What follows belongs to an exercise in optimizing a design on an open flow for small area, a short achievable clock period and few clock cycles; a production flow would make more cautious choices.
Only simulation tests tie the RTL to the original design; equivalence was not proved.
Power figures rest on the tool's default switching activity, not on a simulated workload.

===== config.mk =====
export PLATFORM = sky130hd
export DESIGN_NAME = indexed_stack_buffer
export DESIGN_NICKNAME = indexed_stack_buffer
export VERILOG_FILES = /design/flow/design.v
export SDC_FILE = /design/flow/constraint.sdc
export NUM_CORES = 4
export LEC_CHECK = 0
export CAP_MARGIN = 20
export CORE_MARGIN = 2
export CORE_UTILIZATION = 40
export SLEW_MARGIN = 20

===== run.sh =====
#!/bin/bash
# synth_recipe.tcl (not shown) runs the flow's synth.tcl, then flattens the netlist and writes it again
# the make line also repeats each setting of config.mk as NAME=value (left out here)
make -C /OpenROAD-flow-scripts/flow DESIGN_CONFIG=/design/flow/config.mk WORK_HOME=/design/flow/orfs CLKGATE_MAP_FILE= SYNTH_SCRIPT=/design/flow/synth_recipe.tcl finish

===== design.v =====
package isb_pkg;
   localparam int DEPTH      = 16;
   localparam int WORD_WIDTH = 32;
   localparam int ADDR_W     = $clog2(DEPTH);
   localparam int CNT_W      = $clog2(DEPTH + 1);
   localparam int MODE_W      = 2;
   localparam int VALUE_W     = 32;
   localparam int INDEX_W     = 4;
   localparam int STATUS_W    = 3;
   localparam int COUNT_OUT_W = 5;
   localparam int CMP_W = ((CNT_W > INDEX_W) ? CNT_W : INDEX_W) + 1;
   localparam int REQ_MODE_LSB  = 0;
   localparam int REQ_VALUE_LSB = REQ_MODE_LSB + MODE_W;
   localparam int REQ_INDEX_LSB = REQ_VALUE_LSB + VALUE_W;
   localparam int REQ_TDATA_W   = ((REQ_INDEX_LSB + INDEX_W + 7) / 8) * 8;
   localparam int RSP_STATUS_LSB = 0;
   localparam int RSP_WORD_LSB   = RSP_STATUS_LSB + STATUS_W;
   localparam int RSP_COUNT_LSB  = RSP_WORD_LSB + VALUE_W;
   localparam int RSP_USED_W     = RSP_COUNT_LSB + COUNT_OUT_W;
   localparam int RSP_TDATA_W    = ((RSP_USED_W + 7) / 8) * 8;
   typedef enum logic [MODE_W-1:0] {
      MODE_PUSH    = 2'd0,
      MODE_POP     = 2'd1,
      MODE_REMOVE  = 2'd2,
      MODE_REVERSE = 2'd3
   } mode_type;
   typedef enum logic [STATUS_W-1:0] {
      ST_OK    = 3'd0,
      ST_FULL  = 3'd1,
      ST_EMPTY = 3'd2,
      ST_NULL  = 3'd3,
      ST_RANGE = 3'd4
   } status_type;
   typedef struct packed {
      logic capture;      
      logic exec;         
      logic pop_take;     
      logic rm_take;      
      logic shift_step;   
      logic rev_low;      
      logic rev_high;     
      logic finish;       
   } cmd_type;
   typedef struct packed {
      mode_type mode;
      logic     ok;
      logic     short_list;
      logic     rm_more;
      logic     shift_more;
      logic     rev_more;
   } stat_type;
endpackage
module isb_ram #(
   parameter int WIDTH = 32,
   parameter int DEPTH = 16
) (
   input  logic                     clock,
   input  logic                     wr_en,
   input  logic [$clog2(DEPTH)-1:0] wr_addr,
   input  logic [WIDTH-1:0]         wr_data,
   input  logic [$clog2(DEPTH)-1:0] rd_addr_a,
   output logic [WIDTH-1:0]         rd_data_a,
   input  logic [$clog2(DEPTH)-1:0] rd_addr_b,
   output logic [WIDTH-1:0]         rd_data_b
);
   logic [WIDTH-1:0] mem_ff [DEPTH];
   logic [WIDTH-1:0] rd_data_a_ff;
   logic [WIDTH-1:0] rd_data_b_ff;
   always_ff @(posedge clock) begin
      if (wr_en) begin
         mem_ff[wr_addr] <= wr_data;
      end
      rd_data_a_ff <= mem_ff[rd_addr_a];
      rd_data_b_ff <= mem_ff[rd_addr_b];
   end
   assign rd_data_a = rd_data_a_ff;
   assign rd_data_b = rd_data_b_ff;
endmodule
module isb_ctrl (
   input  logic              clock,
   input  logic              reset,
   input  logic              req_tvalid,
   output logic              req_tready,
   output logic              rsp_tvalid,
   input  logic              rsp_tready,
   input  isb_pkg::stat_type stat,
   output isb_pkg::cmd_type  cmd
);
   typedef enum logic [7:0] {
      S_IDLE     = 8'b0000_0001,
      S_EXEC     = 8'b0000_0010,
      S_POP_WAIT = 8'b0000_0100,
      S_RM_WORD  = 8'b0000_1000,
      S_SHIFT    = 8'b0001_0000,
      S_REV_LOW  = 8'b0010_0000,
      S_REV_HIGH = 8'b0100_0000,
      S_FINISH   = 8'b1000_0000
   } state_type;
   state_type state_ff, state_in;
   logic      rsp_valid_ff, rsp_valid_in;
   logic      out_free;
   assign out_free   = !rsp_valid_ff || rsp_tready;
   assign req_tready = (state_ff == S_IDLE);
   assign rsp_tvalid = rsp_valid_ff;
   always_comb begin
      state_in     = state_ff;
      rsp_valid_in = rsp_valid_ff && !rsp_tready;
      cmd          = '0;
      unique case (state_ff)
         S_IDLE: begin
            if (req_tvalid) begin
               cmd.capture = 1'b1;
               state_in    = S_EXEC;
            end
         end
         S_EXEC: begin
            cmd.exec = 1'b1;
            if (!stat.ok) begin
               state_in = S_FINISH;
            end else begin
               unique case (stat.mode)
                  isb_pkg::MODE_PUSH:   state_in = S_FINISH;
                  isb_pkg::MODE_POP:    state_in = S_POP_WAIT;
                  isb_pkg::MODE_REMOVE: state_in = S_RM_WORD;
                  default:              state_in = stat.short_list ? S_FINISH : S_REV_LOW;
               endcase
            end
         end
         S_POP_WAIT: begin
            cmd.pop_take = 1'b1;
            state_in     = S_FINISH;
         end
         S_RM_WORD: begin
            cmd.rm_take = 1'b1;
            state_in    = stat.rm_more ? S_SHIFT : S_FINISH;
         end
         S_SHIFT: begin
            cmd.shift_step = 1'b1;
            state_in       = stat.shift_more ? S_SHIFT : S_FINISH;
         end
         S_REV_LOW: begin
            cmd.rev_low = 1'b1;
            state_in    = S_REV_HIGH;
         end
         S_REV_HIGH: begin
            cmd.rev_high = 1'b1;
            state_in     = stat.rev_more ? S_REV_LOW : S_FINISH;
         end
         S_FINISH: begin
            if (out_free) begin
               cmd.finish   = 1'b1;
               rsp_valid_in = 1'b1;
               state_in     = S_IDLE;
            end
         end
         default: begin
            state_in = S_IDLE;
         end
      endcase
   end
   always_ff @(posedge clock) begin
      if (reset) begin
         state_ff     <= S_IDLE;
         rsp_valid_ff <= 1'b0;
      end else begin
         state_ff     <= state_in;
         rsp_valid_ff <= rsp_valid_in;
      end
   end
endmodule
module isb_dp (
   input  logic                           clock,
   input  logic                           reset,
   input  logic [isb_pkg::REQ_TDATA_W-1:0] req_tdata,
   input  isb_pkg::cmd_type               cmd,
   output isb_pkg::stat_type              stat,
   output logic [isb_pkg::RSP_TDATA_W-1:0] rsp_tdata
);
   localparam int AW  = isb_pkg::ADDR_W;
   localparam int CW  = isb_pkg::CNT_W;
   localparam int XW  = isb_pkg::CMP_W;
   localparam int WW  = isb_pkg::WORD_WIDTH;
   isb_pkg::mode_type               mode_ff, mode_in;
   logic [WW-1:0]                   value_ff, value_in;
   logic [isb_pkg::INDEX_W-1:0]     index_ff, index_in;
   logic [CW-1:0]                   count_ff, count_in;
   logic [WW-1:0]                   word_ff, word_in;
   logic [WW-1:0]                   temp_ff, temp_in;
   logic [AW-1:0]                   lo_ff, lo_in;
   logic [AW-1:0]                   hi_ff, hi_in;
   logic [isb_pkg::RSP_TDATA_W-1:0] rsp_data_ff, rsp_data_in;
   isb_pkg::status_type status;
   logic [CW-1:0]       count_next;
   logic [AW-1:0]       last_addr;
   logic [XW-1:0]       index_x, count_x, lo_x, hi_x;
   logic          wr_en;
   logic [AW-1:0] wr_addr, rd_addr_a, rd_addr_b;
   logic [WW-1:0] wr_data, rd_data_a, rd_data_b;
   isb_ram #(
      .WIDTH (WW),
      .DEPTH (isb_pkg::DEPTH)
   ) u_ram (
      .clock     (clock),
      .wr_en     (wr_en),
      .wr_addr   (wr_addr),
      .wr_data   (wr_data),
      .rd_addr_a (rd_addr_a),
      .rd_data_a (rd_data_a),
      .rd_addr_b (rd_addr_b),
      .rd_data_b (rd_data_b)
   );
   assign index_x   = XW'(index_ff);
   assign count_x   = XW'(count_ff);
   assign lo_x      = XW'(lo_ff);
   assign hi_x      = XW'(hi_ff);
   assign last_addr = AW'(count_ff - CW'(1));
   always_comb begin
      status = isb_pkg::ST_OK;
      unique case (mode_ff)
         isb_pkg::MODE_PUSH: begin
            if (value_ff == '0) begin
               status = isb_pkg::ST_NULL;
            end else if (count_ff == CW'(isb_pkg::DEPTH)) begin
               status = isb_pkg::ST_FULL;
            end
         end
         isb_pkg::MODE_POP: begin
            if (count_ff == '0) begin
               status = isb_pkg::ST_EMPTY;
            end
         end
         isb_pkg::MODE_REMOVE: begin
            if (count_ff == '0) begin
               status = isb_pkg::ST_EMPTY;
            end else if (index_x >= count_x) begin
               status = isb_pkg::ST_RANGE;
            end
         end
         isb_pkg::MODE_REVERSE: begin
            status = isb_pkg::ST_OK;
         end
         default: begin
            status = isb_pkg::ST_OK;
         end
      endcase
   end
   always_comb begin
      count_next = count_ff;
      if (status == isb_pkg::ST_OK) begin
         case (mode_ff)
            isb_pkg::MODE_PUSH:                         count_next = count_ff + CW'(1);
            isb_pkg::MODE_POP, isb_pkg::MODE_REMOVE:    count_next = count_ff - CW'(1);
            default:                                    count_next = count_ff;
         endcase
      end
   end
   assign stat.mode       = mode_ff;
   assign stat.ok         = (status == isb_pkg::ST_OK);
   assign stat.short_list = (count_ff < CW'(2));
   assign stat.rm_more    = ((index_x + XW'(1)) < count_x);
   assign stat.shift_more = ((lo_x + XW'(2)) < count_x);
   assign stat.rev_more   = ((lo_x + XW'(2)) < hi_x);
   always_comb begin
      mode_in     = mode_ff;
      value_in    = value_ff;
      index_in    = index_ff;
      count_in    = count_ff;
      word_in     = word_ff;
      temp_in     = temp_ff;
      lo_in       = lo_ff;
      hi_in       = hi_ff;
      rsp_data_in = rsp_data_ff;
      wr_en       = 1'b0;
      wr_addr     = lo_ff;
      wr_data     = rd_data_b;
      rd_addr_a   = lo_ff;
      rd_addr_b   = hi_ff;
      if (cmd.capture) begin
         mode_in  = isb_pkg::mode_type'(req_tdata[isb_pkg::REQ_MODE_LSB +: isb_pkg::MODE_W]);
         value_in = WW'(req_tdata[isb_pkg::REQ_VALUE_LSB +: isb_pkg::VALUE_W]);
         index_in = req_tdata[isb_pkg::REQ_INDEX_LSB +: isb_pkg::INDEX_W];
         word_in  = '0;
      end
      if (cmd.exec) begin
         case (mode_ff)
            isb_pkg::MODE_PUSH: begin
               wr_en   = stat.ok;
               wr_addr = AW'(count_ff);
               wr_data = value_ff;
            end
            isb_pkg::MODE_POP: begin
               rd_addr_a = last_addr;
            end
            isb_pkg::MODE_REMOVE: begin
               rd_addr_a = AW'(index_ff);
            end
            default: begin
               rd_addr_a = '0;
               rd_addr_b = last_addr;
               lo_in     = '0;
               hi_in     = last_addr;
            end
         endcase
      end
      if (cmd.pop_take) begin
         word_in = rd_data_a;
      end
      if (cmd.rm_take) begin
         word_in   = rd_data_a;
         lo_in     = AW'(index_ff);
         rd_addr_a = AW'(index_x + XW'(1));
      end
      if (cmd.shift_step) begin
         wr_en     = 1'b1;
         wr_addr   = lo_ff;
         wr_data   = rd_data_a;
         rd_addr_a = AW'(lo_x + XW'(2));
         lo_in     = lo_ff + AW'(1);
      end
      if (cmd.rev_low) begin
         wr_en   = 1'b1;
         wr_addr = lo_ff;
         wr_data = rd_data_b;
         temp_in = rd_data_a;
      end
      if (cmd.rev_high) begin
         wr_en     = 1'b1;
         wr_addr   = hi_ff;
         wr_data   = temp_ff;
         rd_addr_a = lo_ff + AW'(1);
         rd_addr_b = hi_ff - AW'(1);
         lo_in     = lo_ff + AW'(1);
         hi_in     = hi_ff - AW'(1);
      end
      if (cmd.finish) begin
         count_in    = count_next;
         rsp_data_in = '0;
         rsp_data_in[isb_pkg::RSP_STATUS_LSB +: isb_pkg::STATUS_W] = status;
         rsp_data_in[isb_pkg::RSP_WORD_LSB +: isb_pkg::VALUE_W] =
            isb_pkg::VALUE_W'(word_ff);
         rsp_data_in[isb_pkg::RSP_COUNT_LSB +: isb_pkg::COUNT_OUT_W] =
            isb_pkg::COUNT_OUT_W'(count_next);
      end
   end
   always_ff @(posedge clock) begin
      if (reset) begin
         count_ff <= '0;
      end else begin
         count_ff <= count_in;
      end
   end
   always_ff @(posedge clock) begin
      mode_ff     <= mode_in;
      value_ff    <= value_in;
      index_ff    <= index_in;
      word_ff     <= word_in;
      temp_ff     <= temp_in;
      lo_ff       <= lo_in;
      hi_ff       <= hi_in;
      rsp_data_ff <= rsp_data_in;
   end
   assign rsp_tdata = rsp_data_ff;
endmodule
module indexed_stack_buffer (
   input  logic                            clock,
   input  logic                            reset,
   input  logic                            req_tvalid,
   output logic                            req_tready,
   input  logic [isb_pkg::REQ_TDATA_W-1:0] req_tdata,
   output logic                            rsp_tvalid,
   input  logic                            rsp_tready,
   output logic [isb_pkg::RSP_TDATA_W-1:0] rsp_tdata
);
   isb_pkg::cmd_type  cmd;
   isb_pkg::stat_type stat;
   isb_ctrl u_ctrl (
      .clock      (clock),
      .reset      (reset),
      .req_tvalid (req_tvalid),
      .req_tready (req_tready),
      .rsp_tvalid (rsp_tvalid),
      .rsp_tready (rsp_tready),
      .stat       (stat),
      .cmd        (cmd)
   );
   isb_dp u_dp (
      .clock     (clock),
      .reset     (reset),
      .req_tdata (req_tdata),
      .cmd       (cmd),
      .stat      (stat),
      .rsp_tdata (rsp_tdata)
   );
endmodule

===== constraint.sdc =====
create_clock -name core_clock -period 5.0 [get_ports {clock}]
set_input_delay 1.0000 -clock core_clock [delete_from_list [all_inputs] [get_ports {clock}]]
set_output_delay 1.0000 -clock core_clock [all_outputs]
set_load 0.01 [all_outputs]

==> results of run 1 <==
-- stage by stage --
| step | hold slack, ns | utilization (%) |
|---|---|---|
| 6_report | 0.406 | 46.4 |
| 3_5_place_dp | 0.405 | 43.3 |
| 4_1_cts | 0.407 | 46.3 |
| 3_3_place_gp | 0.402 | 43.3 |
| 2_1_floorplan | 0.400 | - |
| 5_1_grt | 0.421 | 46.4 |
-- registers in the layout (all words and copies together) (netlist names), 4 cells and up --
| name | count |
|---|---|
| u_dp.lo_ff | 4 |
| u_dp.hi_ff | 4 |
| u_dp.value_ff | 32 |
| u_dp.u_ram.rd_data_b_ff | 32 |
| u_dp.word_ff | 32 |
| u_dp.index_ff | 4 |
| u_dp.u_ram.mem_ff | 512 |
| u_ctrl.state_ff | 8 |
| u_dp.count_ff | 5 |
| u_dp.temp_ff | 32 |
| u_dp.u_ram.rd_data_a_ff | 32 |
| u_dp.rsp_data_ff | 40 |
-- placed cells by master (no fill, tap or decap), drive strengths merged, types with 4 or more instances in the layout --
cell           synthesis  layout
o22ai                  6       6
dfxtp                 82      82
clkinvlp               0       5
clkinv                 1      19
a21oi                 16      16
ha                    27      27
bufinv                 0       4
clkdlybuf4s50          0      83
nor2                  74      74
mux2i                134     134
or4                   64      64
o21ai                 33      33
a31oi                 35      35
a211oi               383     383
edfxtp               658     658
xor2                   5       5
a22o                   4       4
a311oi               130     130
clkbuf               153     111
nor2b                  9       9
buf                   61      80
inv                   20      25
nand2b                18      18
nand3                  9       9
or3                    4       4
nand2                325     325
nor4                  10      10
a22oi                 35      35
a21o                   7       7
and2                 289     289
nor3                   7       7
-- final cells by class --
| cell class | instances | share of cell area [%] |
|---|---|---|
| Clock buffer | 111 | 5.70 |
| Clock inverter | 32 | 0.775 |
| Inverter | 21 | 0.216 |
| Multi-Input combinational cell | 1674 | 29.9 |
| Sequential cell | 740 | 55.2 |
| Tap cell | 1080 | 3.49 |
| Timing Repair Buffer | 163 | 4.69 |
-- worst max path at each step --
stage	startpoint	end	slack, ns
final	u_dp.mode_ff[0]$_DFFE_PP_	u_dp.u_ram.mem_ff[10][21]$_DFFE_PP_	0.69
after global routing	u_dp.mode_ff[0]$_DFFE_PP_	u_dp.u_ram.mem_ff[10][21]$_DFFE_PP_	0.51
after CTS	u_dp.mode_ff[0]$_DFFE_PP_	u_dp.u_ram.mem_ff[10][21]$_DFFE_PP_	0.68
after detailed placement	u_dp.mode_ff[0]$_DFFE_PP_	u_dp.u_ram.mem_ff[10][0]$_DFFE_PP_	0.72
after global placement	u_dp.mode_ff[0]$_DFFE_PP_	u_dp.u_ram.mem_ff[10][0]$_DFFE_PP_	0.79
after floorplan	u_ctrl.state_ff[7]$_SDFFE_PP0P_	u_dp.u_ram.mem_ff[0][31]$_DFFE_PP_	0.31
-- logic make-up (layout without fill, tap and decap cells) --
logic type,count (synthesis),in the layout,share of synthesized area [%]
simple gates,829,829,12.8
flops,740,740,63.5
compound gates,676,676,15.4
buf+inv,235,327,3.09
mux,134,134,3.98
fa+ha+maj,27,27,1.00
xor+xnor,8,8,0.208
-- worst max-delay path, stage by stage (launching register included) --
cell,delay (ns)
edfxtp_1,0.41
inv_1,0.11
ha_1,0.50
clkinv_1,0.37
nor2_4,0.59
mux2i_1,0.19
o21ai_0,0.45
nand2b_1,0.36
nor2_4,0.63
buf_12,0.32
-- power groups by stage --
stage,Clock (µW),Combinational (µW),Sequential (µW)
after CTS,5770,3440,7740
after detailed placement,0,3430,7870
final,5690,3530,7740
after floorplan,0,2200,7810
after global routing,6010,3800,7750
after global placement,0,3330,7870
-- per-layer routing --
metal / GRT usage, % / up-vias / wire length [µm]
met5: 0 / - / 0
met4: 8.30 / 0 / 2950
met3: 3.24 / 195 / 7710
met2: 38.3 / 1063 / 48300
met1: 30.2 / 11900 / 41500
li1: - / 10400 / -
==> notes.md, run 1 <==
antenna violations before repair=1; peak supply drop=321 µV; Cells after DPL=3678; largest net degree at the start of global routing=134; Setup TNS Final=0 ns; Gate Count Post-Synth=2649; Synth top area share=58.6%; hold path endpoint=u_dp.rsp_data_ff[31]$_DFFE_PP_; Final WS setup=0.690 ns; share of layout cells above drive strength 1=10.1%; Max Cap Viol=0; Async SR Flop Fraction=0%; Worst Tran Pin Value=1.16 ns; RSZ-0062 raised after global routing=false; P_sw=4980 µW; H-tree depth=3; drt pass-1 iters=7; Slew Limit Fails=0; r2r startpoint=u_dp.mode_ff[0]$_DFFE_PP_; placed cell area=36100 µm²; Finished Cell Area=38800 µm²; leakage=0.0126 µW; Yosys reg bits=740; Wirelength per Cell=26.3 µm; iteration-0 DRC count of the detailed router=2455; core area=83600 µm²; f_max=232 MHz; CTS max path bufs=3; post-CTS resize count=0; GR Overflow Total=0; WP data required=5.30 ns; Final Non-Filler Cells=3821; Setup crit start kind=register; sw frac=29.3%; clk sinks=740; first-pass GRT wire length=148000 µm; power density over the cells=438 nW/µm²; Placer Congestion=0.912; R2R depth=9; Data arrival, critical path=4.61 ns; Reg area=21400 µm²; die area=86600 µm²; register area share after synthesis=63.5%; Area growth syn-to-layout=15.0%; vias in the first global route=23200; Cell variety after synth=63; Post-Syn Area=33700 µm²; Syn Nets=2720; Remaining DRCs=0; top-count cell post-synth=edfxtp_1; Fill cells=7303; die width=294 µm; hold buffer count at cts=0; clock power share=33.5%; P_int=12000 µW; CTS tree=built; area of the multi-input gates=11600 µm²; Setup Skew=0.0178 ns; ANT cells=0; Post-synth EDFFs=658; WS Path Type=register to register; cts bufs inserted=77; DIE HEIGHT=294 µm; Mean Syn Cell Area=12.7 µm²; clock root cell=clkbuf_16; CP max FO=20; Min-Delay Path Depth=0; CTS clock-pin slew for the worst setup and hold paths=0.06 ns; Initial Util=40.3%; Seq pwr share=45.6%; Tcrit/Tclk final=86.2%; Yosys top cell by area=edfxtp_1; outcome=timing/DRC/antenna clean; Final min period=4.31 ns; final hold vios=0; max_slew headroom=22.2%; via count=23500; Layout Nets=2748; Finish-stage setup viols=0; clock latency (worst-skew pair)=0.62 ns; combinational power share=20.8%; most frequent cells after synthesis=edfxtp_1 (658), a211oi_1 (362), nand2_1 (325); ys flop type=edfxtp_1; Min-Delay Path Class=register to register; GRT Total Usage=22.8%; # IOs=86; reg2reg setup slack=0.69 ns; largest cells by area after synthesis=edfxtp_1 (59%), a211oi_1 (8.1%), and2_1 (5.4%), dfxtp_1 (4.9%), mux2i_1 (4.0%); Post-DRT Antenna Nets=0; overall routed net length=100000 µm; postcts setup bufs=0; number of port buffers=83; row cnt=106; pre-CTS setup slack=0.718 ns; DP HPWL=56100 µm; reg-to-reg critical path endpoint=u_dp.u_ram.mem_ff[10][21]$_DFFE_PP_; crit end category=register; min-delay src=u_dp.word_ff[28]$_DFFE_PP_; total power=17000 µW; DR vias/cell=6.15; Yosys warnings=3
Testbench counts, summed over its fixed seeds: cycles 96,948.
==> inputs of run 2 (changes only) <==
==> design.v (replaced) <==
package isb_pkg;
   localparam int DEPTH      = 16;
   localparam int WORD_WIDTH = 32;
   localparam logic [1:0] MODE_PUSH    = 2'd0;
   localparam logic [1:0] MODE_POP     = 2'd1;
   localparam logic [1:0] MODE_REMOVE  = 2'd2;
   localparam logic [1:0] MODE_REVERSE = 2'd3;
   localparam logic [2:0] ST_OK    = 3'd0;
   localparam logic [2:0] ST_FULL  = 3'd1;
   localparam logic [2:0] ST_EMPTY = 3'd2;
   localparam logic [2:0] ST_NULL  = 3'd3;
   localparam logic [2:0] ST_RANGE = 3'd4;
endpackage
module indexed_stack_buffer (
   input  logic        clock,
   input  logic        reset,
   input  logic        req_tvalid,
   output logic        req_tready,
   input  logic [39:0] req_tdata,
   output logic        rsp_tvalid,
   input  logic        rsp_tready,
   output logic [39:0] rsp_tdata
);
   logic        in_valid;
   logic [1:0]  in_mode;
   logic [31:0] in_value;
   logic [3:0]  in_index;
   logic        in_vzero;
   logic [4:0]  count;
   logic [3:0]  base;
   logic        dir;
   logic [31:0] mem [isb_pkg::DEPTH];
   logic        rsp_valid;
   logic [39:0] rsp_data;
   logic exec, accept;
   assign exec       = in_valid && (!rsp_valid || rsp_tready);
   assign req_tready = !in_valid || exec;
   assign accept     = req_tvalid && req_tready;
   assign rsp_tvalid = rsp_valid;
   assign rsp_tdata  = rsp_data;
   always_ff @(posedge clock) begin
      if (accept) begin
         in_mode  <= req_tdata[1:0];
         in_value <= req_tdata[33:2];
         in_index <= req_tdata[37:34];
         in_vzero <= (req_tdata[33:2] == 32'd0);
      end
   end
   always_ff @(posedge clock) begin
      if (reset) begin
         in_valid  <= 1'b0;
         rsp_valid <= 1'b0;
      end else begin
         in_valid  <= accept || (in_valid && !exec);
         rsp_valid <= exec || (rsp_valid && !rsp_tready);
      end
   end
   logic       is_push, is_pop, is_rm, is_rev;
   logic       empty, full;
   logic [2:0] status;
   logic       ok;
   logic [4:0] count_next;
   logic [4:0] last;
   logic [3:0] rd_pos, rd_slot;
   logic [31:0] word;
   assign is_push = (in_mode == isb_pkg::MODE_PUSH);
   assign is_pop  = (in_mode == isb_pkg::MODE_POP);
   assign is_rm   = (in_mode == isb_pkg::MODE_REMOVE);
   assign is_rev  = (in_mode == isb_pkg::MODE_REVERSE);
   assign empty   = (count == 5'd0);
   assign full    = count[4];
   assign last    = count - 5'd1;
   always_comb begin
      status = isb_pkg::ST_OK;
      unique case (in_mode)
         isb_pkg::MODE_PUSH:   status = in_vzero ? isb_pkg::ST_NULL : full ? isb_pkg::ST_FULL : isb_pkg::ST_OK;
         isb_pkg::MODE_POP:    status = empty ? isb_pkg::ST_EMPTY : isb_pkg::ST_OK;
         isb_pkg::MODE_REMOVE: status = empty ? isb_pkg::ST_EMPTY :
                               ({1'b0, in_index} >= count) ? isb_pkg::ST_RANGE : isb_pkg::ST_OK;
         default:     status = isb_pkg::ST_OK;
      endcase
   end
   assign ok = (status == isb_pkg::ST_OK);
   always_comb begin
      count_next = count;
      if (ok && is_push) count_next = count + 5'd1;
      if (ok && (is_pop || is_rm)) count_next = last;
   end
   assign rd_pos  = is_pop ? last[3:0] : in_index;
   assign rd_slot = dir ? (base + rd_pos) : (base - rd_pos);
   assign word    = (ok && (is_pop || is_rm)) ? mem[rd_slot] : 32'd0;
   always_ff @(posedge clock) begin
      if (reset) begin
         count <= 5'd0;
         base  <= 4'd0;
         dir   <= 1'b1;
      end else if (exec) begin
         count <= count_next;
         if (is_rev) begin
            base <= dir ? (base + last[3:0]) : (base - last[3:0]);
            dir  <= !dir;
         end else if (is_rm && ok && !dir) begin
            base <= base - 4'd1;
         end
      end
   end
   always_ff @(posedge clock) begin
      if (exec) begin
         rsp_data <= {count_next, word, status};
      end
   end
   for (genvar p = 0; p < isb_pkg::DEPTH; p++) begin : g_slot
      logic [3:0] pos;
      logic       wr, sh;
      assign pos = dir ? (4'(p) - base) : (base - 4'(p));
      assign wr  = exec && ok && is_push && (pos == count[3:0]);
      assign sh  = exec && ok && is_rm &&
                   (dir ? ((pos >= in_index) && ({1'b0, pos} + 5'd1 < count))
                        : ((pos != 4'd0) && (pos <= in_index)));
      always_ff @(posedge clock) begin
         if (wr) begin
            mem[p] <= in_value;
         end else if (sh) begin
            mem[p] <= mem[(p + 1) % isb_pkg::DEPTH];
         end
      end
   end
endmodule
==> notes.md, run 2 <==
crit end category=register; antenna violations before repair=0 (-1); final hold vios=0 (unchanged); ys flop type=edfxtp_1; row cnt=106 (unchanged); via count=24200 (+2.8%); register area share after synthesis=53.3% (-10 points); die area=86600 µm² (about the same); overall routed net length=116000 µm (+16%); GR Overflow Total=0 (unchanged); DR vias/cell=6.35 (+3.3%); Slew Limit Fails=0 (unchanged); postcts setup bufs=0 (unchanged); WP data required=5.36 ns (+0.06 ns); Placer Congestion=0.900 (-1.4%); largest net degree at the start of global routing=51 (-62%); Yosys top cell by area=edfxtp_1; Stages on worst setup path=15 (+6); xor/xnor share of the synthesized area=1.79% (+1.6 points); Gate Count Post-Synth=2567 (-3.1%); Adder-Cell Fraction of Synth Area=4.13% (+3.1 points); RSZ-0062 raised after global routing=false; CTS clock-pin slew for the worst setup and hold paths=0.06 ns (about the same); Simple-Gate Fraction of Synth Area=6.06% (-6.7 points); Max Cap Viol=0 (unchanged); share of layout cells above drive strength 1=31.4% (+21 points); top-count cell post-synth=edfxtp_1; Top cell by count, worst path=nor2_1; H-tree depth=3 (unchanged); GRT Total Usage=26.5% (+3.7 points); total power=13200 µW (-22%); Mean Syn Cell Area=13.1 µm² (+3.3%); core area=83600 µm² (unchanged); CP max FO=14 (-30%); R2R depth=15 (+6); Setup Skew=0.0428 ns (+0.0249 ns); f_max=210 MHz (-9.6%); number of port buffers=83 (unchanged); largest family of logic cells by synthesized area=multiplexers; Remaining DRCs=0 (unchanged); Async SR Flop Fraction=0% (unchanged); Setup crit start kind=register; leakage=0.0136 µW (+7.6%); Yosys reg bits=603 (-19%); hold buffer count at cts=0 (unchanged); clk sinks=603 (-19%); Final WS setup=0.231 ns (-0.459 ns); max reg flops=512 (unchanged); cts bufs inserted=69 (-10%); Area growth syn-to-layout=15.4%; Layout Nets=2821 (+2.7%); worst path cell trace=inv_1 > ha_1 > mux2_2 > ha_1 > nor2_1 > a21oi_1 > inv_1 > fa_4 > nand2_1 > nor2_1 > nand2_1 > buf_12 > nor2_1 > a211oi_1 > buf_4; Fill cells=7285 (-0.25%); Syn Nets=2721 (+0.037%); Initial Util=40.4% (about the same); Largest regs=mem x512, rsp_data x40, in_value x32; peak supply drop=218 µV (-32%); first-pass GRT wire length=168000 µm (+13%); Wirelength per Cell=30.6 µm (+16%); mux contribution to synthesized area=21.0% (+17 points); Synth top area share=52.6% (-6.0 points); Post-DRT Antenna Nets=0 (unchanged); Final min period=4.77 ns (+0.459 ns); Worst Tran Pin Value=1.03 ns (-0.126 ns); critical path launch point=in_mode[1]$_DFFE_PP_; Most flops, register=mem; drt pass-1 iters=7 (unchanged); Synth Area in Compound Gates=10.1% (-5.4 points); r2r startpoint=in_mode[1]$_DFFE_PP_; Min-Delay Path Class=register to register; Finish-stage setup viols=0 (unchanged); most frequent cells after synthesis=edfxtp_1 (591), mux2_2 (470), a21oi_1 (150); CTS max path bufs=3 (unchanged); CP max stage cell=fa_4; die width=294 µm (about the same); DIE HEIGHT=294 µm (about the same); Post-Syn Area=33700 µm² (about the same); max_slew headroom=31.4% (+9.1 points); worst setup path endpoint=rsp_data[12]$_SDFFCE_PN0P_; CTS tree=built; Yosys warnings=2 (-1); vias in the first global route=23800 (+2.6%); largest cells by area after synthesis=edfxtp_1 (53%), mux2_2 (16%), ha_1 (4.0%), mux2_4 (2.6%), a21oi_1 (2.2%); Post-synth EDFFs=591 (-10%); max incr delay on CP=0.96 ns (+0.33 ns); Tcrit/Tclk final=95.4% (+9.2 points); Data arrival, critical path=5.13 ns (+0.52 ns); post-CTS resize count=0 (unchanged); iteration-0 DRC count of the detailed router=2912 (+19%); ANT cells=0 (unchanged); power density over the cells=341 nW/µm² (-22%); reg2reg setup slack=0.23 ns (-0.46 ns); Cell variety after synth=79 (+25%); cell family with most CP delay=adder cells; min-delay src=in_valid$_SDFF_PP0_; # IOs=86 (unchanged); commonest non-fill, non-tap cells in the layout=edfxtp_1 (591), mux2_2 (470), a21oi_1 (150), nand2_1 (148), nor2_1 (111); outcome=timing/DRC/antenna clean; DP HPWL=67200 µm (+20%); pre-CTS setup slack=0.298 ns (-0.419 ns); clock latency (worst-skew pair)=0.63 ns (about the same); WP buf/inv=4 (+1); reg-to-reg critical path endpoint=rsp_data[12]$_SDFFCE_PN0P_; commonest non-fill, non-tap cell in the layout=edfxtp_1; clock root cell=clkbuf_16; Setup TNS Final=0 ns (unchanged); WS Path Type=register to register
run 2: cell count changes after synthesis, moves of 67 or more:
cell      previous run  this run
mux2_2               0       470
a211oi_1           362        24
and2_1             289         6
nand2_1            325       149
a21oi_1             16       150
a311oi_1           130        28
mux2i_1            134        52
ha_1                27       108
dfxtp_1             82        12
edfxtp_1           658       591
run 2: worst min-delay path by stage:
stage | to | slack (ns) | depth (start not counted)
finish | rsp_valid$_SDFF_PP0_ | 0.52 | 2
global placement | rsp_valid$_SDFF_PP0_ | 0.50 | 2
global route | rsp_valid$_SDFF_PP0_ | 0.55 | 2
detailed placement | rsp_valid$_SDFF_PP0_ | 0.52 | 2
CTS | rsp_valid$_SDFF_PP0_ | 0.53 | 2
floorplan | rsp_valid$_SDFF_PP0_ | 0.49 | 2
run 2: per-layer routing:
layer | wire length [µm] | part of all wire [%] | global-route usage [%] | up-vias
met5 | 0 | 0 | 0 | -
met4 | 4680 | 4.0 | 9.97 | 0
met3 | 11400 | 9.8 | 4.65 | 293
met2 | 53700 | 46 | 42.7 | 1514
met1 | 46300 | 40 | 35.8 | 12300
li1 | - | - | - | 10100
run 2: logic make-up after synthesis:
logic type,after synthesis
multiplexers,599
AO/OA/AOI/OAI,508
buffers and inverters,268
XOR/XNOR,59
adder cells (fa/ha/maj),110
AND/OR/NAND/NOR,420
flip-flops,603
run 2: through the flow:
| stage | instances | hold slack, ns | utilization [%] | area (µm²) |
|---|---|---|---|---|
| global route | 3803 | 0.547 | 46.6 | 38900 |
| detailed placement | 3676 | 0.515 | 44.0 | 36800 |
| finish | 3803 | 0.523 | 46.6 | 38900 |
| floorplan | 2567 | 0.487 | - | 33700 |
| CTS | 3803 | 0.526 | 46.6 | 38900 |
| global placement | 3676 | 0.498 | 44.0 | 36800 |
run 2: area by class of cell:
| cell class | count | area [µm²] | area share (%) |
|---|---|---|---|
| multi-input combinational | 1696 | 14800 | 38.0 |
| tap | 1080 | 1350 | 3.47 |
| sequential | 603 | 18000 | 46.2 |
| timing repair buffer | 223 | 2330 | 6.00 |
| clock buffer | 87 | 1860 | 4.78 |
| inverter | 74 | 280 | 0.721 |
| clock inverter | 40 | 289 | 0.743 |
run 2: power by group:
part / leakage, µW / internal (µW) / total, µW / switching (µW)
clock network: 0.00103 / 2800 / 4970 / 2170
logic: 0.00710 / 958 / 2530 / 1580
registers: 0.00547 / 5630 / 5740 / 111
total: 0.0136 / 9390 / 13200 / 3860
run 2: tightest hold or removal path, stage by stage (launching register included):
cell,delay [ns]
dfxtp_1,0.33
nor2_1,0.10
nor2_1,0.04
Testbench counts of run 2, summed over its fixed seeds: cycles 16,024.

what the ideal ports hide:
No port has a modelled driver above. Below, the same layouts with a new extraction and two added sets of constraints.
Step 1: set_driving_cell puts a clkbuf_16 on clock and a buf_2 on each other input, an assumption about the parent block.
Step 2 adds t to the input delays and takes it off the output delays; t is the mean of the earliest and latest rising clock arrival at the registers after step 1. Input paths then give back, and output paths get back, about the clock's delay inside the block.
Three values: ideal, step 1, step 2; two values: the first two.
run | shift t [ns] | slack for setup (ns) | worst hold slack (ns) | worst setup path after step 2 | latest minus earliest clock arrival (ns)
run 1 | 0.681 | 0.690 / 0.690 / 0.690 | 0.406 / 0.406 / 0.406 | register to register | 0.018 / 0.018
run 2 | 0.678 | 0.231 / 0.231 / 0.231 | 0.523 / 0.523 / 0.523 | register to register | 0.042 / 0.042
After both steps setup and hold are still met in every run listed.
